Context: an optimization exercise on an open-source flow, tuned for small area, a short achievable clock period and few clock cycles per item. The choices shown serve that exercise and are no tape-out recipe. The RTL was checked by simulation tests, not by an equivalence proof against the original design. No activity file was given, so power comes from the tool's default toggle rates.

==> flow/config.mk <==
export PLATFORM = sky130hd
export DESIGN_NAME = int_div_top
export DESIGN_NICKNAME = int_div_top
export VERILOG_FILES = /design/flow/design.v
export SDC_FILE = /design/flow/constraint.sdc
export NUM_CORES = 4
export LEC_CHECK = 0
export CAP_MARGIN = 20
export CORE_MARGIN = 2
export CORE_UTILIZATION = 40
export SETUP_SLACK_MARGIN = 1.5
export SLEW_MARGIN = 20
==> flow/constraint.sdc <==
create_clock -name core_clock -period 5.0 [get_ports {clk}]
set_input_delay 1.0000 -clock core_clock [delete_from_list [all_inputs] [get_ports {clk}]]
set_output_delay 1.0000 -clock core_clock [all_outputs]
set_load 0.01 [all_outputs]
==> flow/design.v <==
`timescale 1ns/1ps
`default_nettype none
package div_pkg;
	localparam int DIV_WIDTH = 64;
endpackage
`default_nettype wire
`timescale 1ns/1ps
`default_nettype none
module div_lzc64 (
	input  logic [63:0] x_i,
	output logic [6:0]  cnt_o
);
	logic [63:0] v0;
	logic [31:0] v1; logic [31:0][0:0] c1;
	logic [15:0] v2; logic [15:0][1:0] c2;
	logic [7:0]  v3; logic [7:0][2:0]  c3;
	logic [3:0]  v4; logic [3:0][3:0]  c4;
	logic [1:0]  v5; logic [1:0][4:0]  c5;
	logic        v6; logic [5:0]       c6;
	assign v0 = x_i;
	always_comb begin
		for (int i = 0; i < 32; i++) begin
			v1[i] = v0[2*i+1] | v0[2*i];
			c1[i] = ~v0[2*i+1];
		end
		for (int i = 0; i < 16; i++) begin
			v2[i] = v1[2*i+1] | v1[2*i];
			c2[i] = v1[2*i+1] ? {1'b0, c1[2*i+1]} : {1'b1, c1[2*i]};
		end
		for (int i = 0; i < 8; i++) begin
			v3[i] = v2[2*i+1] | v2[2*i];
			c3[i] = v2[2*i+1] ? {1'b0, c2[2*i+1]} : {1'b1, c2[2*i]};
		end
		for (int i = 0; i < 4; i++) begin
			v4[i] = v3[2*i+1] | v3[2*i];
			c4[i] = v3[2*i+1] ? {1'b0, c3[2*i+1]} : {1'b1, c3[2*i]};
		end
		for (int i = 0; i < 2; i++) begin
			v5[i] = v4[2*i+1] | v4[2*i];
			c5[i] = v4[2*i+1] ? {1'b0, c4[2*i+1]} : {1'b1, c4[2*i]};
		end
		v6 = v5[1] | v5[0];
		c6 = v5[1] ? {1'b0, c5[1]} : {1'b1, c5[0]};
	end
	assign cnt_o = v6 ? {1'b0, c6} : 7'd64;
endmodule
`default_nettype wire
`timescale 1ns/1ps
`default_nettype none
module int_div_top (
	input  wire                clk,
	input  wire                rst_n_i,
	input  logic               req_i,
	input  logic               req_op_i,        
	input  logic [63:0]        req_dividend_i,
	input  logic [63:0]        req_divisor_i,
	output logic               ack_o,
	output logic [63:0]        rsp_quotient_o,
	output logic [63:0]        rsp_remainder_o,
	output logic               rsp_div_by_zero_o
);
	logic       a_neg, b_neg, b_zero, a_pow2;
	logic [6:0] lz_a, lz_b;
	assign a_neg  = ~req_op_i & req_dividend_i[63];
	assign b_neg  = ~req_op_i & req_divisor_i[63];
	assign b_zero = ~|req_divisor_i;
	div_lzc64 i_lz_a (
		.x_i   ({req_op_i & req_dividend_i[63], req_dividend_i[62:0] ^ req_dividend_i[63:1]}),
		.cnt_o (lz_a)
	);
	div_lzc64 i_lz_b (
		.x_i   ({req_op_i & req_divisor_i[63], req_divisor_i[62:0] ^ req_divisor_i[63:1]}),
		.cnt_o (lz_b)
	);
	assign a_pow2 = a_neg & ~|(~req_dividend_i[63:1] & req_dividend_i[62:0]);
	logic st_idle, st_prep, st_algn, st_step, st_fix, st_done;
	logic        ack_q;
	logic [64:0] r_q;       
	logic [65:0] d_q;       
	logic        cin_q;     
	logic [63:0] q_q;       
	logic [6:0]  lza_q;     
	logic [6:0]  lzb_q;     
	logic        pow2_q;
	logic [6:0]  cnt_q;
	logic [3:0]  srem_q;
	assign cnt_q  = lza_q;
	assign srem_q = lzb_q[3:0];
	logic        a_neg_q;   
	logic        same_q;    
	logic        b_neg_q;
	logic        qneg_q;    
	logic        dbz_q;
	logic [65:0] add_a;
	logic [65:0] s;
	logic        acc;
	function automatic logic [65:0] add66(input logic [65:0] a, input logic [65:0] b, input logic c);
		logic [66:0] g, p;
		g = {a & b, c};
		p = {a ^ b, 1'b0};
		for (int l = 0; l < 7; l++) begin
			for (int i = 0; i < 67; i++) begin
				if ((i >> l) & 1) begin
					g[i] = g[i] | (p[i] & g[((i >> l) << l) - 1]);
					p[i] = p[i] & p[((i >> l) << l) - 1];
				end
			end
		end
		add66 = (a ^ b) ^ g[65:0];
	endfunction
	assign add_a = {r_q[64], r_q};
	assign s     = add66(add_a, d_q, cin_q);
	assign acc   = s[65] ~^ a_neg_q;
	logic [7:0]  k;
	logic [2:0]  k_lo;
	logic [65:0] d_lo;
	logic        sh_big;
	logic [1:0]  sh8;
	logic [65:0] d_hi;
	assign k    = {1'b0, lzb_q} - {1'b0, lza_q} + {7'd0, pow2_q};
	assign k_lo = lzb_q[2:0] - lza_q[2:0] + {2'd0, pow2_q};
	assign d_lo = 66'(({{b_neg_q, b_neg_q, req_divisor_i} ^ {66{same_q}}, {7{same_q}}} << k_lo) >> 7);
	assign sh_big = srem_q[3] | srem_q[2] | (srem_q[1] & srem_q[0]);   
	assign sh8    = sh_big ? 2'd3 : srem_q[1:0];
	assign d_hi   = 66'(({d_q, {24{same_q}}} << {sh8, 3'd0}) >> 24);
	function automatic logic [63:0] below_or(input logic [63:0] x);
		logic [63:0] p;
		p = {x[62:0], 1'b0};
		for (int l = 0; l < 6; l++) begin
			for (int i = 0; i < 64; i++) begin
				if ((i >> l) & 1) p[i] = p[i] | p[((i >> l) << l) - 1];
			end
		end
		below_or = p;
	endfunction
	logic [63:0] q_fix;
	assign q_fix = qneg_q ? (q_q ^ below_or(q_q)) : q_q;
	logic last;
	logic start;
	assign last  = (cnt_q == 7'd0);
	assign start = st_idle & req_i;
	always_ff @(posedge clk or negedge rst_n_i) begin
		if (!rst_n_i) begin
			st_idle <= 1'b1;
			st_prep <= 1'b0;
			st_algn <= 1'b0;
			st_step <= 1'b0;
			st_fix  <= 1'b0;
			st_done <= 1'b0;
			ack_q   <= 1'b0;
		end else begin
			st_idle <= (st_idle & ~req_i) | (st_done & ~req_i);
			st_prep <= start;
			st_algn <= (st_prep & ~dbz_q & ~k[7] & (k[6:3] != 4'd0)) | (st_algn & sh_big & (srem_q != 4'd3));
			st_step <= (st_prep & ~dbz_q & ~k[7] & (k[6:3] == 4'd0)) | (st_algn & ~(sh_big & (srem_q != 4'd3))) |
				(st_step & ~last);
			st_fix  <= st_step & last & (a_neg_q | qneg_q);
			st_done <= (st_prep & (dbz_q | k[7])) | (st_step & last & ~a_neg_q & ~qneg_q) |
				st_fix | (st_done & req_i);
			ack_q   <= (st_prep & (dbz_q | k[7])) | (st_step & last & ~a_neg_q & ~qneg_q) |
				st_fix | (st_done & req_i);
		end
	end
	always_ff @(posedge clk) begin
		if (start) begin
			r_q <= {a_neg, req_dividend_i};
		end else if ((st_step & acc) | (st_prep & a_neg_q & ~k[7] & ~dbz_q) | (st_fix & a_neg_q)) begin
			r_q <= s[64:0];
		end
	end
	always_ff @(posedge clk) begin
		if (start) begin
			q_q <= '0;
		end else if (st_prep & dbz_q) begin
			q_q <= '1;
		end else if (st_step) begin
			q_q <= {q_q[62:0], acc};
		end else if (st_fix) begin
			q_q <= q_fix;
		end
	end
	always_ff @(posedge clk) begin
		if (start) begin
			d_q <= '1;
		end else if (st_prep) begin
			d_q <= d_lo;
		end else if (st_algn) begin
			d_q <= d_hi;
		end else if (st_step) begin
			d_q <= last ? '0 : {d_q[65], d_q[65:1]};
		end
		if (start) begin
			cin_q <= 1'b0;
		end else if (st_prep) begin
			cin_q <= same_q;
		end else if (st_step & last) begin
			cin_q <= 1'b1;
		end
	end
	always_ff @(posedge clk) begin
		if (start) begin
			pow2_q  <= a_pow2;
			a_neg_q <= a_neg;
			same_q  <= (a_neg == b_neg);
			b_neg_q <= b_neg;
			qneg_q  <= a_neg ^ b_neg;
			dbz_q   <= b_zero;
		end
		if (start) begin
			lza_q <= lz_a;
			lzb_q <= lz_b;
		end else if (st_prep) begin
			lza_q <= k[6:0];
			lzb_q <= {3'd0, k[6:3]};
		end else if (st_algn) begin
			lzb_q <= {3'd0, srem_q - {2'd0, sh8}};
		end else if (st_step) begin
			lza_q <= lza_q - 7'd1;
		end
	end
	assign ack_o             = ack_q;
	assign rsp_quotient_o    = q_q;
	assign rsp_remainder_o   = r_q[63:0];
	assign rsp_div_by_zero_o = dbz_q;
endmodule
`default_nettype wire
==> flow/flow/run.sh <==
#!/bin/bash
# The standard layout (the standard.sh: standard synthesis, floorplan,
# placement, CTS, routing), with one change: the port buffers that
# buffer_ports inserts on every input and output are buf_2 cells instead of
# the delay cell it picks by default. Make's full output goes to
# flow_make.log here; ORFS's per-step logs stay under orfs/logs/.
set -euo pipefail
bash standard.sh 'BUFFER_PORTS_ARGS=-buffer_cell sky130_fd_sc_hd__buf_2' finish > flow_make.log 2>&1
==> flow/standard.sh <==
#!/bin/bash
# synth_recipe.tcl (not shown) runs the flow's synth.tcl, then flattens the netlist and writes it again
# the make line also repeats each setting of config.mk as NAME=value (left out here)
make -C /OpenROAD-flow-scripts/flow DESIGN_CONFIG=/design/flow/config.mk WORK_HOME=/design/flow/orfs CLKGATE_MAP_FILE= SYNTH_SCRIPT=/design/flow/synth_recipe.tcl "${@:-finish}"
==> flow_summary_export.csv, run 1 <==
group,metric,value,unit
global_routing,grt_pass1_wl,134600,um
sta,final-setup-viol-count,0,
sta,max_freq,0.2842,GHz
die,dieArea,58110,um2
finish,areaGrowthSynthToFinish,14.18,%
clock_network,clockBufferDepth,3,
power,power_leakage,0.01079,uW
critical_path,critPathKind,"reg -> reg",
run_status,status,"complete, no violations",
finish,nets,3331,
yosys,syn_nets,3221,
detailed_routing,routedWlPerCell,23.42,um
power,ir_drop,0.6617,mV
clock_network,h-tree-depth,1,
yosys,ys.flop_type,"dfxtp_1",
critical_path,path_cells,"ha_1, inv_2, ha_4, fa_4, buf_12, mux4_2, mux2i_2, xnor2_1, a221oi_2, nand2_1, o21ai_0, nand2_1",
power,internal-power,11800,uW
sta,clock_skew,0.01249,ns
sta,worst_pin_slew,1.170,ns
detailed_routing,ant_nets,0,
critical_path,crit_buf_inv,2,
flow_run,drv_cap,0,
global_routing,grt_usage,0.2984,
placement,dp_hpwl,67590,um
clock_network,cts.sinks,222,
detailed_routing,dr.pass1.iters,8,
sta,fin_ws,1.482,ns
die,die_w,241.1,um
clock_network,clk_pin_slew,0.06,ns
sta,finalCriticalPeriod,3.518,ns
critical_path,cpMostUsedCell,"nand2_1",
yosys,synthTopCellsByArea,"dfxtp_1, edfxtp_1, nand2_1",
global_routing,grt_start_max_net_pins,79,
yosys,postSynthAreaPerCell,7.590,um2
detailed_routing,drcViolationCount,0,
sta,fin_crit_sh,0.7036,
critical_path,crit_fanout,6,
power,switching_share,0.5136,
yosys,synth_top_area_frac,0.1167,
clock_network,clk_latency,0.58,ns
global_routing,grt_pass1_vias,22094,
critical_path,cp.required,5.45,ns
die,ios,262,
global_routing,grt_antenna_before_repair,4,
yosys,netlist_area,22480,um2
finish,post-route-cell-area,25670,um2
placement,io_buffers,261,
sta,finalHoldViolations,0,
critical_path,cp_top_family,"adder cells",
die,num_rows,86,
yosys,async_flop_share,0.02703,
clock_network,holdBufCountCts,0,
sta,slew_viol_final,0,
hold_path,hp-class,"in -> async",
die,design.core.area,55310,um2
yosys,synth_cells,2962,
yosys,synth_edf_count,85,
critical_path,cpMaxStageDelayCell,"fa_4",
die,die_h,241.1,um
yosys,yosysSeqAreaShare,0.2369,
sta,relSlewSlack,0.2193,
power,switchingPower,12450,uW
detailed_routing,drt_wl_total,90120,um
power,p_clk_frac,0.086,
power,power_density,944.8,nW/um2
clock_network,cts_root_buffer,"clkbuf_16",
sta,fin_setup_tns,0,ns
sta,rsz0062_at_grt,"yes",
die,initial_core_util,0.4065,
yosys,yosysWarnings,2,
critical_path,crit_path_start_kind,"flop",
detailed_routing,vias_per_cell,6.228,
placement,place_area,24050,um2
detailed_routing,drtIter0Drc,2465,
global_routing,grt_overflow,0,
power,power,24250,uW
finish,drive_above_1_share,0.1709,
clock_network,tritoncts,"built",
critical_path,slowest_delay,0.80,ns
yosys,synth_area_leader_cell,"dfxtp_1",
power,comb_power_share,0.724,
critical_path,arrival,3.96,ns
clock_network,cts_made_buffers,29,
placement,place.gp.congestion,0.9464,
yosys,ys_ff_latch,222,
critical_path,endpoint_kind,"flop",
detailed_routing,vias,23966,
yosys,synth_cell_type_count,97,
power,p_seq_frac,0.190,
placement,preCtsSetupSlack,0.9382,ns
[cell usage after synthesis, types with 12 or more instances]
master and n:
nand2_1 408, nor2_1 222, a21oi_1 220, o21ai_0 217, clkbuf_1 149, inv_1 147, dfxtp_1 131, ha_1 119
mux2i_1 109, edfxtp_1 85, nor3_1 81, xnor2_1 79, a211oi_1 76, nand3_1 71, xor2_1 69, buf_4 65
o211ai_1 52, a311oi_1 32, o31ai_1 31, buf_1 30, nor4_1 28, a31oi_1 27, o21a_1 26, or3_1 25
a221oi_1 24, mux4_2 24, nand4_1 24, nand2b_1 21, o22ai_1 21, a21o_1 20, and3_1 20, a222oi_1 18
a22oi_1 18, nor2b_1 16, a21boi_0 15, nor3b_1 15, a2111oi_0 13, or4_1 12
[layout by cell type, fill, tap and decap left out, types with 16 or more instances in the layout]
cell | synthesis | final
o21ai_0 | 217 | 195
a22oi_1 | 18 | 18
buf_2 | 9 | 261
xnor2_1 | 79 | 71
nor3_1 | 81 | 77
a222oi_1 | 18 | 18
nor2_1 | 222 | 219
nand4_1 | 24 | 24
a21oi_1 | 220 | 218
buf_4 | 65 | 54
xor2_1 | 69 | 66
a21o_1 | 20 | 20
a311oi_1 | 32 | 32
nand3_1 | 71 | 69
a211oi_1 | 76 | 73
nor2b_1 | 16 | 16
nor4_1 | 28 | 28
clkbuf_16 | 0 | 30
and3_1 | 20 | 18
nand2_1 | 408 | 407
o211ai_1 | 52 | 52
mux2i_1 | 109 | 103
ha_1 | 119 | 118
or3_1 | 25 | 23
nand2b_1 | 21 | 21
mux4_2 | 24 | 24
edfxtp_1 | 85 | 85
inv_1 | 147 | 144
dfxtp_1 | 131 | 128
a31oi_1 | 27 | 27
o21a_1 | 26 | 26
o31ai_1 | 31 | 29
a221oi_1 | 24 | 19
o22ai_1 | 21 | 20
[flip-flops by register name, indices dropped and copies added, names as in the netlist, 7 cells and up]
name and flops:
lzb_q 7, lza_q 7, q_q 64, r_q 65, d_q 66
[kinds of logic after synthesis]
logic type / Yosys count / share of synthesized area
fa+ha+maj: 127 / 0.07336
buf+inv: 403 / 0.07920
xor+xnor: 148 / 0.05766
mux: 143 / 0.07759
flops: 222 / 0.2369
simple gates: 1010 / 0.2112
compound gates: 909 / 0.2640
[worst paths after layout]
kind	startpoint	end	slack, ns	cells after the start
max in group asynchronous	rst_n_i	st_idle	4.53	1
worst max-delay path	lza_q[0]	d_q[9]	1.48	12
worst min register to register	d_q[0]	d_q[0]	0.50	2
worst max register to register	lza_q[0]	d_q[9]	1.48	12
worst min-delay path	rst_n_i	ack_q	0.25	1
min in group core_clock	d_q[0]	d_q[0]	0.50	2
[layout make-up]
cell class | count | area [um2]
Fill cell | 5579 | 29640
Multi-Input combinational cell | 2337 | 15810
Sequential cell | 222 | 5336
Timing Repair Buffer | 333 | 2067
Tap cell | 748 | 935.9
Clock buffer | 45 | 887.1
Inverter | 149 | 566.8
Clock inverter | 9 | 51.30
Antenna cell | 5 | 12.51
[power groups by stage]
stage	Sequential (uW)	Combinational, uW	Clock [uW]
2_1_floorplan	4180	11700	0
3_3_place_gp	4550	15500	0
3_5_place_dp	4590	15800	0
4_1_cts	4560	16700	2120
5_1_grt	4690	19000	2190
6_report	4600	17600	2090
[worst register-to-register path, delay by kind of cell, from the launching register on]
kind,cells,cell delay [ns]
compound gates,2,0.37
xor+xnor,1,0.17
fa+ha+maj,3,1.29
buf+inv,2,0.21
flops,1,0.42
mux,2,0.80
simple gates,2,0.15
[metal layers]
layer | vias up | global-route usage | wire length [um]
li1 | 11104 | - | -
met1 | 11436 | 0.3947 | 37320
met2 | 1229 | 0.4911 | 41170
met3 | 197 | 0.04003 | 7491
met4 | 0 | 0.1188 | 4138
met5 | - | 0 | 0
[metrics by stage]
stage / hold slack [ns] / util / cells
finish: 0.2480 / 0.4641 / 3848
global route: 0.2303 / 0.4640 / 3846
CTS: 0.2213 / 0.4589 / 3837
detailed placement: 0.4937 / 0.4348 / 3766
global placement: 0.4904 / 0.4348 / 3766
floorplan: 0.4567 / - / 2962
[what timing repair did]
item	CTS	global route
pin swaps	10	24
resized for setup	32	67
gates cloned	2	0
setup buffers	15	6
endpoints found under the setup margin	143	122
Testbench counts, summed over its fixed seeds: cycles 85,279, items 8,000.
==> inputs of run 2 (changes only) <==
--- a/flow/design.v
+++ b/flow/design.v
@@ -81,9 +81,7 @@
 	logic [63:0] q_q;       
-	logic [6:0]  lza_q;     
-	logic [6:0]  lzb_q;     
+	logic [6:0]  lza_q;
+	logic [6:0]  lzb_q;
 	logic        pow2_q;
-	logic [6:0]  cnt_q;
-	logic [3:0]  srem_q;
-	assign cnt_q  = lza_q;
-	assign srem_q = lzb_q[3:0];
+	logic [6:0]  cnt_q;     
+	logic [3:0]  srem_q;    
 	logic        a_neg_q;   
@@ -96,6 +94,8 @@
 	logic        acc;
-	function automatic logic [65:0] add66(input logic [65:0] a, input logic [65:0] b, input logic c);
+	logic [65:0] hs;        
+	logic [65:0] cy;
+	always_comb begin
 		logic [66:0] g, p;
-		g = {a & b, c};
-		p = {a ^ b, 1'b0};
+		g = {add_a & d_q, cin_q};
+		p = {add_a ^ d_q, 1'b0};
 		for (int l = 0; l < 7; l++) begin
@@ -108,7 +108,10 @@
 		end
-		add66 = (a ^ b) ^ g[65:0];
-	endfunction
+		cy = g[65:0];
+	end
 	assign add_a = {r_q[64], r_q};
-	assign s     = add66(add_a, d_q, cin_q);
-	assign acc   = s[65] ~^ a_neg_q;
+	assign hs    = add_a ^ d_q;
+	assign s     = hs ^ cy;
+	logic top_x;
+	assign top_x = hs[65] ^ ~a_neg_q;
+	assign acc   = cy[65] ^ top_x;
 	logic [7:0]  k;
@@ -163,2 +166,6 @@
 	end
+	logic r_force;
+	logic r_en;
+	assign r_force = (st_prep & a_neg_q & ~k[7] & ~dbz_q) | (st_fix & a_neg_q);
+	assign r_en    = cy[65] ? ((st_step & ~top_x) | r_force) : ((st_step & top_x) | r_force);
 	always_ff @(posedge clk) begin
@@ -166,3 +173,3 @@
 			r_q <= {a_neg, req_dividend_i};
-		end else if ((st_step & acc) | (st_prep & a_neg_q & ~k[7] & ~dbz_q) | (st_fix & a_neg_q)) begin
+		end else if (r_en) begin
 			r_q <= s[64:0];
@@ -201,2 +208,4 @@
 		if (start) begin
+			lza_q   <= lz_a;
+			lzb_q   <= lz_b;
 			pow2_q  <= a_pow2;
@@ -208,12 +217,9 @@
 		end
-		if (start) begin
-			lza_q <= lz_a;
-			lzb_q <= lz_b;
-		end else if (st_prep) begin
-			lza_q <= k[6:0];
-			lzb_q <= {3'd0, k[6:3]};
+		if (st_prep) begin
+			cnt_q  <= k[6:0];
+			srem_q <= k[6:3];
 		end else if (st_algn) begin
-			lzb_q <= {3'd0, srem_q - {2'd0, sh8}};
+			srem_q <= srem_q - {2'd0, sh8};
 		end else if (st_step) begin
-			lza_q <= lza_q - 7'd1;
+			cnt_q <= cnt_q - 7'd1;
 		end
==> run 2 against run 1 <==
Final cell count shrank 7.5%. Via count decreased by 6.1%. Synthesized cell count decreased by 9.7%. Power fell by 30%. Critical path depth did not move. Clock skew grew 0.0068 ns. Hold slack got worse by 0.0051 ns. Cell area up 1.5%. First-iteration DRC count down 4.1%. Non-clock buffer count is 27 higher. Critical path type unchanged. Highest routed layer unchanged.
==> flow_summary_export.csv, run 2 <==
group,metric,value,unit
yosys,synth-simple-area-share,0.1764,
yosys,async_flop_share,0.02575,
detailed_routing,vias_per_cell,6.321,
sta,fin_setup_tns,0,ns
finish,top_register,"d_q",
clock_network,cts_root_buffer,"clkbuf_16",
critical_path,crit_start,"lza_q[0]",
finish,nets,3096,
die,ios,262,
power,power_leakage,0.01051,uW
die,dieArea,56090,um2
finish,layout_common_cells,"nand2_1, buf_2, nor2_1",
detailed_routing,drtIter0Drc,2365,
placement,place.gp.congestion,0.9503,
yosys,ys.flop_type,"dfxtp_1",
critical_path,endpoint_kind,"flop",
yosys,synth_compound_area_frac,0.2524,
sta,clock_skew,0.01927,ns
critical_path,slowest_delay,0.93,ns
critical_path,cpMostUsedCell,"nand2_1",
sta,max_freq,0.2758,GHz
power,power_density,655.8,nW/um2
yosys,synth_top_area_frac,0.1329,
clock_network,clk_pin_slew,0.06,ns
finish,largest_reg_flops,66,
clock_network,tritoncts,"built",
global_routing,grt_start_max_net_pins,187,
die,die_w,236.8,um
detailed_routing,ant_nets,0,
yosys,synth.most_common_cell,"nand2_1",
power,p_seq_frac,0.279,
yosys,netlist_area,21680,um2
critical_path,crit_path_start_kind,"flop",
die,num_rows,85,
yosys,synth_cells,2674,
yosys,synthTopCellsByArea,"edfxtp_1, dfxtp_1, ha_1",
die,design.core.area,53710,um2
clock_network,h-tree-depth,1,
yosys,synth_edf_count,96,
die,initial_core_util,0.4038,
global_routing,grt_pass1_vias,20619,
clock_network,cts_made_buffers,30,
yosys,synthMuxAreaShare,0.09007,
yosys,ys_ff_latch,233,
sta,final-setup-viol-count,0,
placement,place_area,23220,um2
yosys,synth_top_family_by_area,"compound AO/OA/AOI/OAI gates",
sta,slew_viol_final,0,
yosys,synth_area_leader_cell,"edfxtp_1",
critical_path,rr_startpoint,"lza_q[0]",
sta,finalHoldViolations,0,
critical_path,path_cells,"ha_1, inv_2, ha_4, fa_4, buf_12, mux4_2, xnor2_2, o22ai_1, a221oi_1, nand2_1, o21ai_0, nand2_1",
finish,drive_above_1_share,0.2433,
detailed_routing,dr.pass1.iters,7,
yosys,postSynthAreaPerCell,8.109,um2
critical_path,crit_buf_inv,2,
critical_path,r2r_slack,1.37,ns
yosys,synth_fa_ha_area_frac,0.07605,
sta,relSlewSlack,0.2761,
power,comb_power_share,0.587,
yosys,syn_nets,2933,
finish,reg_top3,"d_q (66), r_q (65), q_q (64)",
power,switchingPower,7828,uW
detailed_routing,drcViolationCount,0,
finish,post-route-cell-area,26050,um2
critical_path,cp_top_family,"adder cells",
sta,fin_crit_sh,0.7250,
global_routing,grt_antenna_before_repair,4,
critical_path,cp.required,5.41,ns
run_status,status,"complete, no violations",
power,p_clk_frac,0.134,
power,ir_drop,0.3856,mV
yosys,yosysWarnings,2,
power,switching_share,0.4583,
clock_network,clockBufferDepth,3,
critical_path,crit_fanout,11,
hold_path,hp-class,"in -> async",
global_routing,grt_usage,0.2920,
global_routing,grt_overflow,0,
yosys,synth_cell_type_count,80,
placement,dp_hpwl,63440,um
clock_network,cts.sinks,233,
global_routing,grt_pass1_wl,128200,um
finish,areaGrowthSynthToFinish,20.11,%
sta,finalCriticalPeriod,3.625,ns
critical_path,cpMaxStageDelayCell,"fa_4",
critical_path,arrival,4.04,ns
yosys,synthXorXnorAreaFrac,0.06624,
critical_path,critPathKind,"reg -> reg",
sta,worst_pin_slew,1.086,ns
placement,io_buffers,261,
power,internal-power,9254,uW
die,die_h,236.8,um
detailed_routing,routedWlPerCell,24.22,um
sta,rsz0062_at_grt,"yes",
detailed_routing,drt_wl_total,86230,um
finish,final_common_cell,"nand2_1",
flow_run,drv_cap,0,
detailed_routing,vias,22508,
yosys,synth_commonest_cells,"nand2_1, o21ai_0, nor2_1",
clock_network,clk_latency,0.58,ns
yosys,yosysSeqAreaShare,0.2609,
run 2: cells by family after synthesis:
family,after synthesis
AO/OA/AOI/OAI,844
XOR/XNOR,164
adder cells (fa/ha/maj),127
buffers and inverters,385
flip-flops,233
multiplexers,113
AND/OR/NAND/NOR,808
run 2: area by class of cell:
| type | count | area [um2] |
|---|---|---|
| fillers | 5150 | 27660 |
| multi-input cells | 2057 | 15580 |
| flip-flops and latches | 233 | 5687 |
| repair buffers | 360 | 2290 |
| well taps | 696 | 870.8 |
| clock buffers | 39 | 855.8 |
| inverters | 155 | 584.3 |
| clock inverters | 17 | 170.2 |
| diodes | 4 | 10.01 |
run 2: final timing paths:
path | cells after the start | to
min in group core_clock | 1 | ack_q
worst max register to register | 12 | d_q[26]
max in group asynchronous | 1 | st_idle
worst min-delay path | 1 | st_prep
worst max-delay path | 12 | d_q[26]
worst min register to register | 1 | ack_q
run 2: power by group through the flow:
stage	sequential (uW)	clock, uW	combinational [uW]
2_1_floorplan	4170	0	6550
3_3_place_gp	4570	0	8480
3_5_place_dp	4630	0	8710
4_1_cts	4640	2310	9360
5_1_grt	4840	2390	11000
6_report	4760	2290	10000
run 2: through the flow:
| step | cells | power [uW] | hold slack (ns) | util | worst slack [ns] |
|---|---|---|---|---|---|
| 2_1_floorplan | 2674 | 10720 | 0.4566 | - | 1.510 |
| 3_3_place_gp | 3447 | 13050 | 0.4856 | 0.4324 | 0.8220 |
| 3_5_place_dp | 3447 | 13340 | 0.5081 | 0.4324 | 0.7364 |
| 4_1_cts | 3532 | 16310 | 0.2284 | 0.4660 | 1.462 |
| 5_1_grt | 3561 | 18180 | 0.2340 | 0.4850 | 1.311 |
| 6_report | 3561 | 17080 | 0.2429 | 0.4850 | 1.375 |
run 2: routing by layer:
layer	track usage	vias to the layer above	part of all wire	routed length, um
met5	0	-	0	0
li1	-	10256	-	-
met4	0.09877	0	0.037	3199
met1	0.4076	10948	0.43	36860
met3	0.03987	176	0.078	6714
met2	0.4644	1128	0.46	39460
run 2: worst register-to-register path: stages, from the launching register on:
cell	delay, ns
edfxtp_1	0.37
ha_1	0.30
inv_2	0.04
ha_4	0.16
fa_4	0.93
buf_12	0.17
mux4_2	0.53
xnor2_2	0.20
o22ai_1	0.19
a221oi_1	0.29
nand2_1	0.08
o21ai_0	0.11
nand2_1	0.10
run 2: timing repair:
item,4_1_cts,5_1_grt
buffers inserted,25,23
gates resized for setup,87,155
hold buffers,0,0
pin swaps,13,34
gates cloned,4,1
setup endpoints to repair,144,137
Testbench counts of run 2, summed over its fixed seeds: cycles 85,279, items 8,000.
==> inputs of run 3 (changes only) <==
--- a/flow/design.v
+++ b/flow/design.v
@@ -94,8 +94,6 @@
 	logic        acc;
-	logic [65:0] hs;        
-	logic [65:0] cy;
-	always_comb begin
+	function automatic logic [65:0] add66(input logic [65:0] a, input logic [65:0] b, input logic c);
 		logic [66:0] g, p;
-		g = {add_a & d_q, cin_q};
-		p = {add_a ^ d_q, 1'b0};
+		g = {a & b, c};
+		p = {a ^ b, 1'b0};
 		for (int l = 0; l < 7; l++) begin
@@ -108,10 +106,7 @@
 		end
-		cy = g[65:0];
-	end
+		add66 = (a ^ b) ^ g[65:0];
+	endfunction
 	assign add_a = {r_q[64], r_q};
-	assign hs    = add_a ^ d_q;
-	assign s     = hs ^ cy;
-	logic top_x;
-	assign top_x = hs[65] ^ ~a_neg_q;
-	assign acc   = cy[65] ^ top_x;
+	assign s     = add66(add_a, d_q, cin_q);
+	assign acc   = s[65] ~^ a_neg_q;
 	logic [7:0]  k;
@@ -142,4 +137,6 @@
 	logic start;
+	logic quick;
 	assign last  = (cnt_q == 7'd0);
 	assign start = st_idle & req_i;
+	assign quick = ~a_neg_q & ~dbz_q & (k == 8'd0);
 	always_ff @(posedge clk or negedge rst_n_i) begin
@@ -157,8 +154,8 @@
 			st_algn <= (st_prep & ~dbz_q & ~k[7] & (k[6:3] != 4'd0)) | (st_algn & sh_big & (srem_q != 4'd3));
-			st_step <= (st_prep & ~dbz_q & ~k[7] & (k[6:3] == 4'd0)) | (st_algn & ~(sh_big & (srem_q != 4'd3))) |
+			st_step <= (st_prep & ~dbz_q & ~k[7] & (k[6:3] == 4'd0) & ~quick) | (st_algn & ~(sh_big & (srem_q != 4'd3))) |
 				(st_step & ~last);
-			st_fix  <= st_step & last & (a_neg_q | qneg_q);
-			st_done <= (st_prep & (dbz_q | k[7])) | (st_step & last & ~a_neg_q & ~qneg_q) |
+			st_fix  <= (st_step & last & (a_neg_q | qneg_q)) | (st_prep & quick & qneg_q);
+			st_done <= (st_prep & (dbz_q | k[7] | (quick & ~qneg_q))) | (st_step & last & ~a_neg_q & ~qneg_q) |
 				st_fix | (st_done & req_i);
-			ack_q   <= (st_prep & (dbz_q | k[7])) | (st_step & last & ~a_neg_q & ~qneg_q) |
+			ack_q   <= (st_prep & (dbz_q | k[7] | (quick & ~qneg_q))) | (st_step & last & ~a_neg_q & ~qneg_q) |
 				st_fix | (st_done & req_i);
@@ -166,6 +163,2 @@
 	end
-	logic r_force;
-	logic r_en;
-	assign r_force = (st_prep & a_neg_q & ~k[7] & ~dbz_q) | (st_fix & a_neg_q);
-	assign r_en    = cy[65] ? ((st_step & ~top_x) | r_force) : ((st_step & top_x) | r_force);
 	always_ff @(posedge clk) begin
@@ -173,3 +166,4 @@
 			r_q <= {a_neg, req_dividend_i};
-		end else if (r_en) begin
+		end else if ((st_step & acc) | (st_prep & a_neg_q & ~k[7] & ~dbz_q) | (st_prep & quick & acc) |
+				(st_fix & a_neg_q)) begin
 			r_q <= s[64:0];
@@ -180,4 +174,4 @@
 			q_q <= '0;
-		end else if (st_prep & dbz_q) begin
-			q_q <= '1;
+		end else if (st_prep) begin
+			q_q <= dbz_q ? '1 : {63'd0, quick & acc};
 		end else if (st_step) begin
@@ -190,3 +184,3 @@
 		if (start) begin
-			d_q <= '1;
+			d_q <= a_neg ? '1 : ({b_neg, b_neg, req_divisor_i} ^ {66{a_neg == b_neg}});
 		end else if (st_prep) begin
@@ -199,3 +193,3 @@
 		if (start) begin
-			cin_q <= 1'b0;
+			cin_q <= ~a_neg & (a_neg == b_neg);
 		end else if (st_prep) begin
==> run 3 against run 2 <==
Die area rose by 4.0%. First-iteration DRC count grew 7.5%. Count of clock-buffer cells in the layout decreased by 9. Critical path type unchanged.
==> flow_summary_export.csv, run 3 <==
group,metric,value,unit
flow_run,drv_cap,0,
finish,top_register,"d_q",
critical_path,rr_startpoint,"lza_q[0]",
die,dieArea,58330,um2
power,internal-power,10380,uW
die,design.core.area,56060,um2
power,switchingPower,8785,uW
yosys,netlist_area,22560,um2
yosys,synth_commonest_cells,"a21oi_1, nand2_1, nor2_1",
detailed_routing,drcViolationCount,0,
critical_path,arrival,3.94,ns
yosys,synth_cell_type_count,85,
die,ios,262,
yosys,async_flop_share,0.02575,
yosys,synth.most_common_cell,"a21oi_1",
critical_path,cp.required,5.30,ns
sta,fin_crit_sh,0.7298,
finish,areaGrowthSynthToFinish,20.04,%
finish,layout_common_cells,"a21oi_1, buf_2, nand2_1",
run_status,status,"complete, no violations",
critical_path,worstSetupEndpoint,"r_q[4]",
critical_path,crit_path_start_kind,"flop",
global_routing,grt_overflow,0,
yosys,synth_top_area_frac,0.2169,
sta,finalHoldViolations,0,
sta,relSlewSlack,0.3126,
clock_network,cts_root_buffer,"clkbuf_16",
yosys,ys_ff_latch,233,
sta,max_freq,0.2740,GHz
detailed_routing,drt_wl_total,88680,um
power,p_seq_frac,0.260,
finish,drive_above_1_share,0.2127,
yosys,yosysWarnings,2,
critical_path,crit_fanout,7,
hold_path,hp-class,"in -> async",
finish,nets,3260,
global_routing,grt_usage,0.2841,
die,num_rows,87,
power,ir_drop,0.4821,mV
die,die_w,241.5,um
clock_network,h-tree-depth,1,
clock_network,tritoncts,"built",
detailed_routing,drtIter0Drc,2542,
finish,largest_reg_flops,66,
yosys,syn_nets,3049,
yosys,synth_edf_count,163,
sta,fin_ws,1.351,ns
placement,preCtsSetupSlack,0.5490,ns
sta,worst_pin_slew,1.027,ns
sta,fin_setup_tns,0,ns
critical_path,reg2regPathDepth,16,
power,comb_power_share,0.618,
power,power_density,707.6,nW/um2
yosys,postSynthAreaPerCell,8.090,um2
yosys,synthTopCellsByArea,"edfxtp_1, ha_1, a21oi_1",
power,power_leakage,0.01093,uW
sta,clock_skew,0.03085,ns
power,p_clk_frac,0.122,
clock_network,clk_latency,0.60,ns
power,power,19170,uW
placement,dp_hpwl,65180,um
sta,slew_viol_final,0,
sta,rsz0062_at_grt,"yes",
yosys,yosysSeqAreaShare,0.2804,
critical_path,critPathKind,"reg -> reg",
detailed_routing,vias_per_cell,6.165,
sta,final-setup-viol-count,0,
die,initial_core_util,0.4025,
finish,nFillCells,5406,
yosys,ys.flop_type,"edfxtp_1",
placement,place.gp.congestion,0.9353,
critical_path,r2r_slack,1.35,ns
finish,antenna_cells,0,
clock_network,cts_made_buffers,29,
global_routing,grt_antenna_before_repair,2,
die,die_h,241.5,um
global_routing,grt_pass1_wl,131500,um
critical_path,crit_start,"lza_q[0]",
power,switching_share,0.4583,
global_routing,grt_start_max_net_pins,100,
detailed_routing,ant_nets,0,
clock_network,cts.sinks,233,
yosys,synth_cells,2789,
critical_path,reg2reg_to,"r_q[4]",
detailed_routing,vias,23297,
detailed_routing,dr.pass1.iters,7,
finish,final_common_cell,"a21oi_1",
detailed_routing,routedWlPerCell,23.47,um
clock_network,clockBufferDepth,3,
finish,reg_top3,"d_q (66), r_q (65), q_q (64)",
critical_path,endpoint_kind,"flop",
sta,hold_ws,0.2173,ns
clock_network,clk_pin_slew,0.06,ns
placement,io_buffers,261,
global_routing,grt_pass1_vias,22051,
yosys,synth_area_leader_cell,"edfxtp_1",
sta,finalCriticalPeriod,3.649,ns
-- run 3: cell count changes after synthesis, moves of 36 or more --
cell,delta
a21oi_1,+102
a221oi_1,-41
dfxtp_1,-67
edfxtp_1,+67
mux2i_1,+36
mux4_2,-37
nand2_1,-56
-- run 3: critical path: stages (launching register included) --
cell and delay, ns:
edfxtp_1 0.36, ha_1 0.30, inv_2 0.05, ha_4 0.16, fa_4 0.44, a21o_1 0.21
a21oi_2 0.17, xnor2_1 0.11, or2_4 0.25, nor4_4 0.31, o21ai_2 0.15, nand2_2 0.13
nand3b_1 0.13, buf_4 0.16, nand3_4 0.14, buf_12 0.15, buf_12 0.12
-- run 3: worst min-delay path by stage --
stage | slack (ns) | depth (start not counted) | from | endpoint
2_1_floorplan | 0.48 | 2 | st_idle | st_idle
3_3_place_gp | 0.49 | 2 | q_q[34] | q_q[34]
3_5_place_dp | 0.49 | 2 | q_q[34] | q_q[34]
4_1_cts | 0.20 | 1 | rst_n_i | st_prep
5_1_grt | 0.22 | 1 | rst_n_i | st_fix
6_report | 0.22 | 1 | rst_n_i | st_algn
-- run 3: power by group through the flow --
stage / logic, uW / registers [uW] / clock network, uW
3_5_place_dp: 9820 / 5050 / 0
5_1_grt: 12900 / 5080 / 2430
3_3_place_gp: 9570 / 4980 / 0
4_1_cts: 10800 / 4950 / 2350
2_1_floorplan: 7340 / 4580 / 0
6_report: 11800 / 4990 / 2340
-- run 3: stage by stage --
stage / cell area, um2 / utilization / cells
after floorplan: 22680 / - / 2789
after global placement: 24190 / 0.4316 / 3616
after detailed placement: 24200 / 0.4317 / 3616
after CTS: 26050 / 0.4647 / 3727
after global routing: 27090 / 0.4832 / 3779
final: 27090 / 0.4832 / 3779
-- run 3: kinds of logic after synthesis --
kind of cell	after synthesis	synth area share
buffers and inverters	390	0.07591
adders and majority gates	128	0.07364
muxes	110	0.06460
AOI/OAI and AO/OA	888	0.2432
xor gates and xnor gates	220	0.08539
and+or+nand+nor	820	0.1769
DFF	233	0.2804
-- run 3: area by class of cell --
type                    count  area, um2  area share
well taps                 756      945.9     0.03492
clock buffers              30      729.5     0.02693
multi-input cells        2174      15580      0.5752
repair buffers            404       2599     0.09594
clock inverters            24      299.0     0.01104
flip-flops and latches    233       6330      0.2337
inverters                 158      601.8     0.02222
-- run 3: layer usage --
| metal | part of all wire | vias up | track usage |
|---|---|---|---|
| met5 | 0.00015 | - | 0 |
| met4 | 0.049 | 2 | 0.1268 |
| met3 | 0.068 | 219 | 0.03552 |
| met2 | 0.50 | 1088 | 0.4992 |
| met1 | 0.39 | 11265 | 0.3471 |
| li1 | - | 10723 | - |
-- run 3: repair_timing --
action | 4_1_cts | 5_1_grt
hold buffers | 0 | 0
endpoints found under the setup margin | 134 | 147
pin swaps | 26 | 54
cloned | 8 | 3
hold endpoints to repair | 0 | 0
setup buffers | 49 | 49
resized for setup | 54 | 116
Testbench counts of run 3, summed over its fixed seeds: cycles 84,200, items 8,000.
==> inputs of run 4 (changes only) <==
--- a/flow/design.v
+++ b/flow/design.v
@@ -140,2 +140,16 @@
 	assign start = st_idle & req_i;
+	function automatic logic gt7(input logic [6:0] x, input logic [6:0] y);
+		logic [7:0] g, e;
+		g = {1'b0, x & ~y};
+		e = {1'b1, x ~^ y};
+		for (int w = 1; w < 8; w = w * 2) begin
+			for (int i = 0; i + w < 8; i += 2 * w) begin
+				g[i] = g[i + w] | (e[i + w] & g[i]);
+				e[i] = e[i + w] & e[i];
+			end
+		end
+		gt7 = g[0];
+	endfunction
+	logic a_short;
+	assign a_short = ~a_pow2 & gt7(lz_a, lz_b);
 	assign quick = ~a_neg_q & ~dbz_q & (k == 8'd0);
@@ -152,3 +166,3 @@
 			st_idle <= (st_idle & ~req_i) | (st_done & ~req_i);
-			st_prep <= start;
+			st_prep <= start & ~a_short;
 			st_algn <= (st_prep & ~dbz_q & ~k[7] & (k[6:3] != 4'd0)) | (st_algn & sh_big & (srem_q != 4'd3));
@@ -157,6 +171,6 @@
 			st_fix  <= (st_step & last & (a_neg_q | qneg_q)) | (st_prep & quick & qneg_q);
-			st_done <= (st_prep & (dbz_q | k[7] | (quick & ~qneg_q))) | (st_step & last & ~a_neg_q & ~qneg_q) |
-				st_fix | (st_done & req_i);
-			ack_q   <= (st_prep & (dbz_q | k[7] | (quick & ~qneg_q))) | (st_step & last & ~a_neg_q & ~qneg_q) |
-				st_fix | (st_done & req_i);
+			st_done <= (start & a_short) | (st_prep & (dbz_q | k[7] | (quick & ~qneg_q))) |
+				(st_step & last & ~a_neg_q & ~qneg_q) | st_fix | (st_done & req_i);
+			ack_q   <= (start & a_short) | (st_prep & (dbz_q | k[7] | (quick & ~qneg_q))) |
+				(st_step & last & ~a_neg_q & ~qneg_q) | st_fix | (st_done & req_i);
 		end
==> run 4 against run 3 <==
Synthesized cell count is 4.7% higher. Final cell count is 3.5% higher. Largest power group unchanged. Register-to-register slack lost 0.33 ns. Sequential share of layout area fell by 0.81 points. Count of clock-buffer cells in the layout rose by 3. Critical path depth down 3. Largest cell class unchanged. Combinational power shrank 3%. Hold slack improved by 0.030 ns.
==> flow_summary_export.csv, run 4 <==
group,metric,value,unit
run_status,status,"complete, no violations",
sta,rsz0062_at_grt,"yes",
detailed_routing,drtIter0Drc,2437,
critical_path,critPathKind,"reg -> reg",
yosys,synth_commonest_cells,"a21oi_1, nand2_1, nor2_1",
yosys,synth_edf_count,163,
finish,regArea,6330,um2
finish,reg_top3,"d_q (66), r_q (65), q_q (64)",
sta,clock_skew,0.02278,ns
finish,multi_input_area,16380,um2
die,num_rows,88,
sta,finalCriticalPeriod,3.983,ns
sta,fin_crit_sh,0.7967,
yosys,synthTopCellsByArea,"edfxtp_1, ha_1, mux2i_1",
yosys,ys_ff_latch,233,
finish,drive_above_1_share,0.2137,
detailed_routing,drt_wl_total,92380,um
die,die_w,245.6,um
clock_network,cts.sinks,233,
placement,dp_hpwl,68260,um
die,design.core.area,57700,um2
sta,hold_ws,0.2475,ns
global_routing,grt_usage,0.2879,
yosys,synth_area_leader_cell,"edfxtp_1",
detailed_routing,dr.pass1.iters,7,
finish,final_common_cell,"a21oi_1",
sta,fin_setup_tns,0,ns
yosys,yosysWarnings,2,
global_routing,grt_pass1_vias,22437,
die,initial_core_util,0.4045,
yosys,postSynthAreaPerCell,7.993,um2
sta,relSlewSlack,0.3007,
clock_network,clockBufferDepth,3,
global_routing,grt_overflow,0,
yosys,ys.flop_type,"edfxtp_1",
finish,nets,3389,
sta,worst_pin_slew,1.048,ns
clock_network,cts_root_buffer,"clkbuf_16",
global_routing,grt_antenna_before_repair,0,
critical_path,cp.required,5.30,ns
clock_network,cts_made_buffers,29,
finish,largest_reg_flops,66,
power,power_leakage,0.01144,uW
clock_network,h-tree-depth,1,
hold_path,hp-class,"in -> async",
critical_path,cpMaxStageDelayCell,"edfxtp_1",
yosys,synth.most_common_cell,"a21oi_1",
yosys,synth_cell_type_count,96,
critical_path,slowest_delay,0.51,ns
detailed_routing,drcViolationCount,0,
sta,finalHoldViolations,0,
global_routing,grt_pass1_wl,134600,um
clock_network,holdBufCountCts,0,
yosys,synth_cells,2920,
yosys,async_flop_share,0.02575,
finish,antenna_cells,0,
sta,final-setup-viol-count,0,
sta,max_freq,0.2510,GHz
power,ir_drop,0.3112,mV
critical_path,arrival,4.28,ns
critical_path,crit_fanout,12,
finish,nFillCells,5620,
clock_network,clk_pin_slew,0.06,ns
clock_network,tritoncts,"built",
finish,top_register,"d_q",
critical_path,cp_top_family,"compound AO/OA/AOI/OAI gates",
critical_path,cpMostUsedCell,"a2111o_1",
yosys,syn_nets,3186,
critical_path,crit_path_start_kind,"flop",
finish,fin_util,0.4864,
finish,layout_common_cells,"a21oi_1, nand2_1, buf_2",
yosys,yosysSeqAreaShare,0.2711,
global_routing,grt_start_max_net_pins,94,
detailed_routing,vias,23915,
sta,slew_viol_final,0,
detailed_routing,vias_per_cell,6.116,
detailed_routing,ant_nets,0,
die,die_h,245.6,um
finish,areaGrowthSynthToFinish,20.23,%
yosys,netlist_area,23340,um2
die,dieArea,60300,um2
detailed_routing,routedWlPerCell,23.63,um
critical_path,path_cells,"ha_4, o211ai_1, a21o_1, a31o_4, a211o_1, a2111o_1, a21oi_2, o21ai_2, a2111o_1, a211o_4, buf_4, nand3_4, buf_12",
critical_path,endpoint_kind,"flop",
power,power_density,667.3,nW/um2
die,ios,262,
critical_path,crit_buf_inv,2,
placement,io_buffers,261,
flow_run,drv_cap,0,
clock_network,clk_latency,0.59,ns
yosys,synth_top_area_frac,0.2097,
placement,place.gp.congestion,0.9448,
[run 4: cell types whose count changed in the layout (fill, tap and decap cells not counted), moves of 14 or more]
| cell | previous run | this run |
|---|---|---|
| a21oi_1 | 270 | 292 |
| a221oi_1 | 14 | 31 |
| buf_2 | 261 | 236 |
| ha_4 | 17 | 31 |
| inv_2 | 4 | 20 |
| mux2i_1 | 75 | 154 |
| mux4_2 | 28 | 0 |
| nand2_1 | 242 | 285 |
| o211ai_1 | 30 | 49 |
| o21ai_0 | 194 | 174 |
| o22ai_1 | 82 | 15 |
| xnor2_1 | 86 | 102 |
| xnor2_2 | 19 | 1 |
[run 4: metal layers]
layer,GRT usage,wire length [um]
met2,0.5005,45250
met4,0.1599,5883
met1,0.3439,35410
met5,0,0
met3,0.03481,5841
[run 4: logic make-up after synthesis]
group | share of synthesized area
AO/OA/AOI/OAI | 0.2490
AND/OR/NAND/NOR | 0.1728
buffers and inverters | 0.07859
flip-flops | 0.2711
XOR/XNOR | 0.08331
multiplexers | 0.07087
adder cells (fa/ha/maj) | 0.07441
[run 4: report_power, final]
| group | total, uW | switching [uW] | internal (uW) |
|---|---|---|---|
| clock network | 2130 | 900 | 1230 |
| registers | 5150 | 1450 | 3700 |
| logic | 11400 | 6430 | 5020 |
[run 4: final timing paths]
| kind | slack (ns) | cells after the start | to | start |
|---|---|---|---|---|
| hold / removal | 0.25 | 1 | st_done | rst_n_i |
| setup reg to reg | 1.02 | 13 | r_q[38] | d_q[4] |
| hold reg to reg | 0.51 | 2 | q_q[3] | q_q[3] |
| setup / recovery | 1.02 | 13 | r_q[38] | d_q[4] |
| min in group core_clock | 0.51 | 2 | q_q[3] | q_q[3] |
| max in group asynchronous | 4.52 | 1 | st_idle | rst_n_i |
[run 4: repair_timing]
| action | CTS | global route |
|---|---|---|
| resized for setup | 77 | 166 |
| buffers inserted | 42 | 59 |
| gates cloned | 4 | 2 |
| pin swaps | 32 | 57 |
| setup endpoints to repair | 123 | 117 |
[run 4: stage by stage]
step / cell area (um2) / cells / power [uW] / setup slack (ns)
final: 28060 / 3910 / 18730 / 1.017
after global routing: 28060 / 3910 / 19940 / 0.9422
after CTS: 26810 / 3849 / 18050 / 0.9588
after detailed placement: 25060 / 3750 / 15310 / 0.5608
after global placement: 25060 / 3750 / 15070 / 0.5509
after floorplan: 23550 / 2920 / 12130 / 1.126
[run 4: layout make-up]
cell class | count | area share
clock buffers | 33 | 0.02675
clock inverters | 20 | 0.006421
inverters | 167 | 0.02252
multi-input cells | 2282 | 0.5837
flip-flops and latches | 233 | 0.2256
well taps | 765 | 0.03411
repair buffers | 410 | 0.1009
Testbench counts of run 4, summed over its fixed seeds: cycles 80,985, items 8,000.
==> inputs of run 5 (changes only) <==
--- a/flow/design.v
+++ b/flow/design.v
@@ -66,10 +66,21 @@
 	assign b_zero = ~|req_divisor_i;
-	div_lzc64 i_lz_a (
-		.x_i   ({req_op_i & req_dividend_i[63], req_dividend_i[62:0] ^ req_dividend_i[63:1]}),
-		.cnt_o (lz_a)
-	);
-	div_lzc64 i_lz_b (
-		.x_i   ({req_op_i & req_divisor_i[63], req_divisor_i[62:0] ^ req_divisor_i[63:1]}),
-		.cnt_o (lz_b)
-	);
+	logic [63:0] y_a, y_b;
+	assign y_a = {req_op_i & req_dividend_i[63], req_dividend_i[62:0] ^ req_dividend_i[63:1]};
+	assign y_b = {req_op_i & req_divisor_i[63], req_divisor_i[62:0] ^ req_divisor_i[63:1]};
+	div_lzc64 i_lz_a (.x_i(y_a), .cnt_o(lz_a));
+	div_lzc64 i_lz_b (.x_i(y_b), .cnt_o(lz_b));
+	function automatic logic top_above(input logic [63:0] ya, input logic [63:0] yb);
+		logic [63:0] va, vb, gt;
+		va = ya;
+		vb = yb;
+		gt = yb & ~ya;
+		for (int w = 1; w < 64; w = w * 2) begin
+			for (int i = 0; i < 64; i += 2 * w) begin
+				gt[i] = va[i + w] ? (vb[i + w] & gt[i + w]) : (vb[i + w] | gt[i]);
+				va[i] = va[i + w] | va[i];
+				vb[i] = vb[i + w] | vb[i];
+			end
+		end
+		top_above = gt[0];
+	endfunction
 	assign a_pow2 = a_neg & ~|(~req_dividend_i[63:1] & req_dividend_i[62:0]);
@@ -137,20 +148,6 @@
 	logic start;
-	logic quick;
 	assign last  = (cnt_q == 7'd0);
 	assign start = st_idle & req_i;
-	function automatic logic gt7(input logic [6:0] x, input logic [6:0] y);
-		logic [7:0] g, e;
-		g = {1'b0, x & ~y};
-		e = {1'b1, x ~^ y};
-		for (int w = 1; w < 8; w = w * 2) begin
-			for (int i = 0; i + w < 8; i += 2 * w) begin
-				g[i] = g[i + w] | (e[i + w] & g[i]);
-				e[i] = e[i + w] & e[i];
-			end
-		end
-		gt7 = g[0];
-	endfunction
 	logic a_short;
-	assign a_short = ~a_pow2 & gt7(lz_a, lz_b);
-	assign quick = ~a_neg_q & ~dbz_q & (k == 8'd0);
+	assign a_short = ~a_pow2 & top_above(y_a, y_b);
 	always_ff @(posedge clk or negedge rst_n_i) begin
@@ -168,9 +165,9 @@
 			st_algn <= (st_prep & ~dbz_q & ~k[7] & (k[6:3] != 4'd0)) | (st_algn & sh_big & (srem_q != 4'd3));
-			st_step <= (st_prep & ~dbz_q & ~k[7] & (k[6:3] == 4'd0) & ~quick) | (st_algn & ~(sh_big & (srem_q != 4'd3))) |
+			st_step <= (st_prep & ~dbz_q & ~k[7] & (k[6:3] == 4'd0)) | (st_algn & ~(sh_big & (srem_q != 4'd3))) |
 				(st_step & ~last);
-			st_fix  <= (st_step & last & (a_neg_q | qneg_q)) | (st_prep & quick & qneg_q);
-			st_done <= (start & a_short) | (st_prep & (dbz_q | k[7] | (quick & ~qneg_q))) |
-				(st_step & last & ~a_neg_q & ~qneg_q) | st_fix | (st_done & req_i);
-			ack_q   <= (start & a_short) | (st_prep & (dbz_q | k[7] | (quick & ~qneg_q))) |
-				(st_step & last & ~a_neg_q & ~qneg_q) | st_fix | (st_done & req_i);
+			st_fix  <= st_step & last & (a_neg_q | qneg_q);
+			st_done <= (start & a_short) | (st_prep & (dbz_q | k[7])) | (st_step & last & ~a_neg_q & ~qneg_q) |
+				st_fix | (st_done & req_i);
+			ack_q   <= (start & a_short) | (st_prep & (dbz_q | k[7])) | (st_step & last & ~a_neg_q & ~qneg_q) |
+				st_fix | (st_done & req_i);
 		end
@@ -180,4 +177,3 @@
 			r_q <= {a_neg, req_dividend_i};
-		end else if ((st_step & acc) | (st_prep & a_neg_q & ~k[7] & ~dbz_q) | (st_prep & quick & acc) |
-				(st_fix & a_neg_q)) begin
+		end else if ((st_step & acc) | (st_prep & a_neg_q & ~k[7] & ~dbz_q) | (st_fix & a_neg_q)) begin
 			r_q <= s[64:0];
@@ -188,4 +184,4 @@
 			q_q <= '0;
-		end else if (st_prep) begin
-			q_q <= dbz_q ? '1 : {63'd0, quick & acc};
+		end else if (st_prep & dbz_q) begin
+			q_q <= '1;
 		end else if (st_step) begin
@@ -198,3 +194,3 @@
 		if (start) begin
-			d_q <= a_neg ? '1 : ({b_neg, b_neg, req_divisor_i} ^ {66{a_neg == b_neg}});
+			d_q <= '1;
 		end else if (st_prep) begin
@@ -207,3 +203,3 @@
 		if (start) begin
-			cin_q <= ~a_neg & (a_neg == b_neg);
+			cin_q <= 1'b0;
 		end else if (st_prep) begin
==> run 5 against run 4 <==
Worst setup slack improved by 0.41 ns. Clock skew fell by 0.0032 ns. Global-route usage rose by 4.2 points. Via count rose by 0.45%. Core utilization fell by 1.4 points. Power fell by 12%. Synthesized cell count fell by 2.2%. Critical path type unchanged. Highest routed layer is now met5.
==> flow_summary_export.csv, run 5 <==
group,metric,value,unit
run_status,status,"complete, no violations",
power,p_seq_frac,0.269,
yosys,ys.flop_type,"dfxtp_1",
power,switchingPower,7843,uW
power,comb_power_share,0.609,
die,ios,262,
yosys,synth_commonest_cells,"nor2_1, nand2_1, o21ai_0",
die,die_w,240.5,um
yosys,yosysSeqAreaShare,0.2528,
clock_network,h-tree-depth,1,
finish,nets,3222,
power,ir_drop,0.3264,mV
sta,worst_pin_slew,1.050,ns
global_routing,grt_start_max_net_pins,179,
yosys,synth_cells,2857,
yosys,synth_top_area_frac,0.1288,
yosys,synthTopCellsByArea,"edfxtp_1, dfxtp_1, ha_1",
die,initial_core_util,0.4054,
clock_network,tritoncts,"built",
yosys,ys_ff_latch,233,
sta,fin_crit_sh,0.7146,
sta,rsz0062_at_grt,"yes",
hold_path,hp-class,"in -> async",
detailed_routing,drcViolationCount,0,
power,internal-power,8642,uW
detailed_routing,routedWlPerCell,26.62,um
global_routing,grt_pass1_vias,21995,
power,p_clk_frac,0.122,
power,power_leakage,0.01042,uW
yosys,postSynthAreaPerCell,7.833,um2
sta,finalCriticalPeriod,3.573,ns
global_routing,grt_usage,0.3304,
placement,io_buffers,261,
detailed_routing,ant_nets,0,
yosys,synth.most_common_cell,"nor2_1",
critical_path,crit_path_start_kind,"flop",
sta,final-setup-viol-count,0,
finish,largest_reg_flops,66,
flow_run,drv_cap,0,
yosys,synth_cell_type_count,81,
finish,layout_common_cells,"nor2_1, nand2_1, buf_2",
yosys,syn_nets,3116,
finish,reg_top3,"d_q (66), r_q (65), q_q (64)",
detailed_routing,vias,24023,
power,power,16480,uW
global_routing,grt_pass1_wl,143400,um
finish,top_register,"d_q",
yosys,async_flop_share,0.02575,
detailed_routing,dr.pass1.iters,9,
detailed_routing,vias_per_cell,6.420,
clock_network,cts_root_buffer,"clkbuf_16",
sta,max_freq,0.2799,GHz
finish,areaGrowthSynthToFinish,16.39,%
clock_network,clk_latency,0.58,ns
placement,dp_hpwl,73450,um
die,die_h,240.5,um
critical_path,crit_fanout,15,
die,dieArea,57850,um2
placement,place.gp.congestion,1.042,
critical_path,critPathKind,"reg -> reg",
critical_path,arrival,3.98,ns
critical_path,cp.required,5.41,ns
sta,relSlewSlack,0.2924,
finish,nFillCells,5481,
clock_network,cts.sinks,233,
power,power_density,632.9,nW/um2
yosys,yosysWarnings,2,
die,num_rows,86,
clock_network,cts_made_buffers,29,
sta,finalHoldViolations,0,
detailed_routing,drt_wl_total,99620,um
global_routing,grt_overflow,0,
finish,final_common_cell,"nor2_1",
yosys,netlist_area,22380,um2
clock_network,clk_pin_slew,0.06,ns
critical_path,endpoint_kind,"flop",
clock_network,clockBufferDepth,3,
power,switching_share,0.4758,
sta,clock_skew,0.01955,ns
die,design.core.area,55200,um2
yosys,synth_area_leader_cell,"edfxtp_1",
finish,drive_above_1_share,0.1988,
yosys,synth_edf_count,96,
global_routing,grt_antenna_before_repair,11,
detailed_routing,drtIter0Drc,3427,
sta,slew_viol_final,0,
sta,fin_setup_tns,0,ns
## run 5: repair_timing
action	CTS	global route
setup buffers	13	14
cloned	8	2
setup endpoints to repair	149	143
pin swaps	31	34
hold buffers	0	0
resized for setup	87	98
## run 5: area by class of cell
| cell class | count | area [um2] | area share |
|---|---|---|---|
| Multi-Input combinational cell | 2221 | 16060 | 0.6164 |
| Sequential cell | 233 | 5669 | 0.2176 |
| Timing Repair Buffer | 320 | 1894 | 0.07273 |
| Tap cell | 748 | 935.9 | 0.03593 |
| Clock buffer | 44 | 832.0 | 0.03194 |
| Inverter | 158 | 595.6 | 0.02286 |
| Clock inverter | 7 | 37.54 | 0.001441 |
| Antenna cell | 11 | 27.53 | 0.001057 |
## run 5: kinds of logic (layout without fill, tap and decap cells)
logic type,after synthesis,count (layout),synth area share
buffers and inverters,412,529,0.08006
AND/OR/NAND/NOR,862,863,0.1777
multiplexers,89,89,0.07408
other,0,11,0
flip-flops,233,233,0.2528
adder cells (fa/ha/maj),127,127,0.07369
XOR/XNOR,176,176,0.06888
AO/OA/AOI/OAI,958,966,0.2728
## run 5: final timing paths
check | cells past startpoint | end | slack, ns | start
max | 10 | d_q[44] | 1.43 | lza_q[0]
min in group core_clock | 2 | cin_q | 0.51 | cin_q
max in group asynchronous | 1 | st_idle | 4.44 | rst_n_i
max reg2reg | 10 | d_q[44] | 1.43 | lza_q[0]
min | 1 | ack_q | 0.28 | rst_n_i
min reg2reg | 2 | cin_q | 0.51 | cin_q
## run 5: power by group through the flow
stage	Clock (uW)	Combinational (uW)	Sequential [uW]
floorplan	0	6470	4100
global placement	0	8530	4310
detailed placement	0	8690	4360
CTS	2020	9380	4350
global route	2100	10900	4540
finish	2010	10000	4430
## run 5: metrics by stage
step	setup slack, ns	util	hold slack, ns	cells	instance area (um2)
final	1.427	0.4719	0.2844	3742	26050
after global routing	1.323	0.4717	0.2790	3739	26040
after CTS	1.403	0.4592	0.2626	3715	25350
after detailed placement	0.6775	0.4308	0.5004	3643	23780
after global placement	0.7270	0.4308	0.4854	3643	23780
after floorplan	1.524	-	0.4564	2857	22410
## run 5: layer usage
metal,part of all wire,up-vias,global-route usage
li1,-,10793,-
met1,0.42,11619,0.4601
met2,0.43,1382,0.4846
met3,0.11,227,0.08796
met4,0.042,2,0.1308
met5,0.00011,-,0
## run 5: worst max-delay path, stage by stage, from the launching register on
cell       delay [ns]
edfxtp_1         0.38
ha_1             0.30
inv_2            0.05
ha_4             0.15
fa_4             0.84
buf_6            0.21
mux4_2           0.54
xnor2_1          0.23
o22ai_1          0.17
a2111oi_1        0.43
o21ai_0          0.12
Testbench counts of run 5, summed over its fixed seeds: cycles 82,064, items 8,000.
==> inputs of run 6 (changes only) <==
--- a/flow/design.v
+++ b/flow/design.v
@@ -193,5 +193,3 @@
 	always_ff @(posedge clk) begin
-		if (start) begin
-			d_q <= '1;
-		end else if (st_prep) begin
+		if (st_prep) begin
 			d_q <= d_lo;
@@ -201,2 +199,6 @@
 			d_q <= last ? '0 : {d_q[65], d_q[65:1]};
+		end else if (st_fix) begin
+			d_q <= '0;
+		end else begin
+			d_q <= '1;
 		end
@@ -211,11 +213,11 @@
 	always_ff @(posedge clk) begin
-		if (start) begin
-			lza_q   <= lz_a;
-			lzb_q   <= lz_b;
-			pow2_q  <= a_pow2;
-			a_neg_q <= a_neg;
-			same_q  <= (a_neg == b_neg);
-			b_neg_q <= b_neg;
-			qneg_q  <= a_neg ^ b_neg;
-			dbz_q   <= b_zero;
+		lza_q   <= lz_a;
+		lzb_q   <= lz_b;
+		pow2_q  <= a_pow2;
+		a_neg_q <= a_neg;
+		same_q  <= (a_neg == b_neg);
+		b_neg_q <= b_neg;
+		qneg_q  <= a_neg ^ b_neg;
+		if (start) begin
+			dbz_q <= b_zero;
 		end
==> run 6 against run 5 <==
Final cell count fell by 5.1%. First-iteration DRC count fell by 18%. Synthesized area fell by 2.4%. Maximum frequency fell by 2.9%. Still clean on timing, DRC and antenna. Via count fell by 5.5%. Critical path depth rose by 4. Largest power group unchanged. Synthesized cell count fell by 6.6%. Flip-flop and latch count did not move. Sequential power rose by 4%.
==> flow_summary_export.csv, run 6 <==
group,metric,value,unit
finish,areaGrowthSynthToFinish,16.51,%
die,ios,262,
yosys,postSynthAreaPerCell,8.190,um2
detailed_routing,drtIter0Drc,2810,
finish,post-route-cell-area,25460,um2
yosys,ys_ff_latch,233,
sta,fin_crit_sh,0.7356,
finish,nets,3081,
sta,hold_ws,0.2307,ns
yosys,synth_commonest_cells,"a21oi_1, nand2_1, o21ai_0",
critical_path,path_cells,"ha_4, a21o_1, or3_4, o21a_4, o211a_4, o2111ai_4, a2111oi_4, a211oi_2, o21ai_2, xnor2_1, o211ai_1, buf_4, buf_6, clkbuf_16",
global_routing,grt_pass1_wl,133700,um
yosys,synth_compound_area_frac,0.2523,
clock_network,cts_made_buffers,29,
placement,place_area,23390,um2
critical_path,crit_fanout,7,
power,ir_drop,0.3158,mV
yosys,synth.most_common_cell,"a21oi_1",
yosys,synthMuxAreaShare,0.1050,
sta,relSlewSlack,0.2445,
yosys,synth_top_family_by_area,"compound AO/OA/AOI/OAI gates",
hold_path,hp-class,"in -> async",
yosys,synth-simple-area-share,0.1599,
power,comb_power_share,0.608,
clock_network,holdBufCountCts,0,
yosys,yosysWarnings,2,
sta,finalHoldViolations,0,
clock_network,tritoncts,"built",
die,num_rows,85,
sta,clock_skew,0.01363,ns
yosys,ys.flop_type,"dfxtp_1",
finish,top_register,"d_q",
yosys,synthTopCellsByArea,"edfxtp_1, dfxtp_1, mux4_2",
critical_path,cp_num_cells,14,
power,power_leakage,0.009977,uW
clock_network,cts_root_buffer,"clkbuf_16",
clock_network,clockBufferDepth,3,
yosys,synth_fa_ha_area_frac,0.07547,
sta,slew_viol_final,0,
critical_path,reg2reg_to,"r_q[55]",
yosys,synth_area_leader_cell,"edfxtp_1",
critical_path,rr_startpoint,"r_q[4]",
detailed_routing,drt_wl_total,91890,um
placement,io_buffers,261,
yosys,syn_nets,2927,
sta,max_freq,0.2719,GHz
critical_path,crit_start,"r_q[4]",
clock_network,clk_latency,0.59,ns
flow_run,drv_cap,0,
yosys,netlist_area,21850,um2
critical_path,reg2regPathDepth,14,
yosys,synthXorXnorAreaFrac,0.07094,
detailed_routing,routedWlPerCell,25.86,um
die,die_w,237.7,um
detailed_routing,drcViolationCount,0,
die,die_h,237.7,um
power,p_seq_frac,0.266,
global_routing,grt_overflow,0,
finish,final_common_cell,"a21oi_1",
sta,worst_pin_slew,1.131,ns
global_routing,grt_start_max_net_pins,70,
die,dieArea,56520,um2
placement,place.gp.congestion,0.9848,
clock_network,cts.sinks,233,
critical_path,crit_buf_inv,3,
clock_network,clk_pin_slew,0.06,ns
global_routing,grt_usage,0.3105,
power,internal-power,9451,uW
critical_path,cp.required,5.30,ns
detailed_routing,dr.pass1.iters,9,
yosys,synth_cells,2668,
power,p_clk_frac,0.126,
sta,rsz0062_at_grt,"yes",
detailed_routing,vias,22701,
critical_path,endpoint_kind,"flop",
die,initial_core_util,0.4053,
power,power_density,681.9,nW/um2
critical_path,cpMaxStageDelayCell,"edfxtp_1",
clock_network,h-tree-depth,1,
critical_path,cp_top_family,"compound AO/OA/AOI/OAI gates",
power,switching_share,0.4557,
sta,finalCriticalPeriod,3.678,ns
critical_path,r2r_slack,1.32,ns
die,design.core.area,53920,um2
power,switchingPower,7912,uW
yosys,synth_edf_count,93,
run_status,status,"complete, no violations",
finish,fin_util,0.4722,
yosys,async_flop_share,0.02575,
yosys,synth_cell_type_count,85,
global_routing,grt_antenna_before_repair,14,
critical_path,crit_path_start_kind,"flop",
detailed_routing,vias_per_cell,6.389,
critical_path,critPathKind,"reg -> reg",
yosys,yosysSeqAreaShare,0.2575,
yosys,synth_top_area_frac,0.1278,
finish,largest_reg_flops,66,
sta,final-setup-viol-count,0,
critical_path,arrival,3.98,ns
finish,layout_common_cells,"a21oi_1, buf_2, nand2_1",
critical_path,slowest_delay,0.42,ns
global_routing,grt_pass1_vias,20812,
## run 6: cell count changes in the layout (fill, tap and decap cells not counted), moves of 30 or more
| cell | delta |
|---|---|
| nor2_1 | -104 |
| a21oi_1 | +70 |
| nand2_1 | -38 |
| o22ai_1 | -36 |
| o21ai_0 | -32 |
| buf_4 | +30 |
## run 6: power by group through the flow
| stage | sequential [uW] | clock [uW] | combinational, uW |
|---|---|---|---|
| floorplan | 4230 | 0 | 7010 |
| global placement | 4480 | 0 | 8970 |
| detailed placement | 4540 | 0 | 9170 |
| CTS | 4510 | 2200 | 9840 |
| global route | 4710 | 2260 | 11600 |
| finish | 4620 | 2180 | 10600 |
## run 6: area by class of cell
| class | count | area [um2] |
|---|---|---|
| Antenna cell | 12 | 30.03 |
| Clock buffer | 39 | 793.3 |
| Clock inverter | 15 | 162.7 |
| Fill cell | 5205 | 28460 |
| Inverter | 163 | 611.8 |
| Multi-Input combinational cell | 2041 | 15110 |
| Sequential cell | 233 | 5664 |
| Tap cell | 696 | 870.8 |
| Timing Repair Buffer | 354 | 2220 |
## run 6: kinds of logic after synthesis
group / after synthesis
DFF: 233
adders and majority gates: 127
buffers and inverters: 394
AOI/OAI and AO/OA: 888
muxes: 125
and+or+nand+nor: 724
xor gates and xnor gates: 177
## run 6: worst min-delay path by stage
stage	startpoint	slack [ns]	cells past startpoint	to
after detailed placement	q_q[63]	0.49	2	q_q[63]
after global placement	q_q[63]	0.48	2	q_q[63]
after global routing	rst_n_i	0.23	1	ack_q
after CTS	rst_n_i	0.22	1	st_prep
final	rst_n_i	0.23	1	st_prep
after floorplan	cin_q	0.46	2	cin_q
## run 6: repair_timing
action	4_1_cts	5_1_grt
setup endpoints to repair	109	99
pin swaps	19	36
cloned	5	2
resized for setup	48	61
buffers inserted	28	24
## run 6: stage by stage
stage / total power, uW / instances / setup slack (ns) / setup TNS [ns]
6_report: 17360 / 3553 / 1.322 / 0
5_1_grt: 18550 / 3553 / 1.231 / 0
4_1_cts: 16550 / 3515 / 1.321 / 0
3_5_place_dp: 13710 / 3428 / 0.9572 / 0
3_3_place_gp: 13460 / 3428 / 1.015 / 0
2_1_floorplan: 11250 / 2668 / -1.073 / -69.75
## run 6: routing by layer
metal / GRT usage / up-vias / wire length (um)
met5: 0 / - / 13
met1: 0.4542 / 11185 / 40330
met2: 0.4576 / 1188 / 39350
met3: 0.07688 / 153 / 9774
li1: - / 10173 / -
met4: 0.07109 / 2 / 2422
Testbench counts of run 6, summed over its fixed seeds: cycles 82,064, items 8,000.
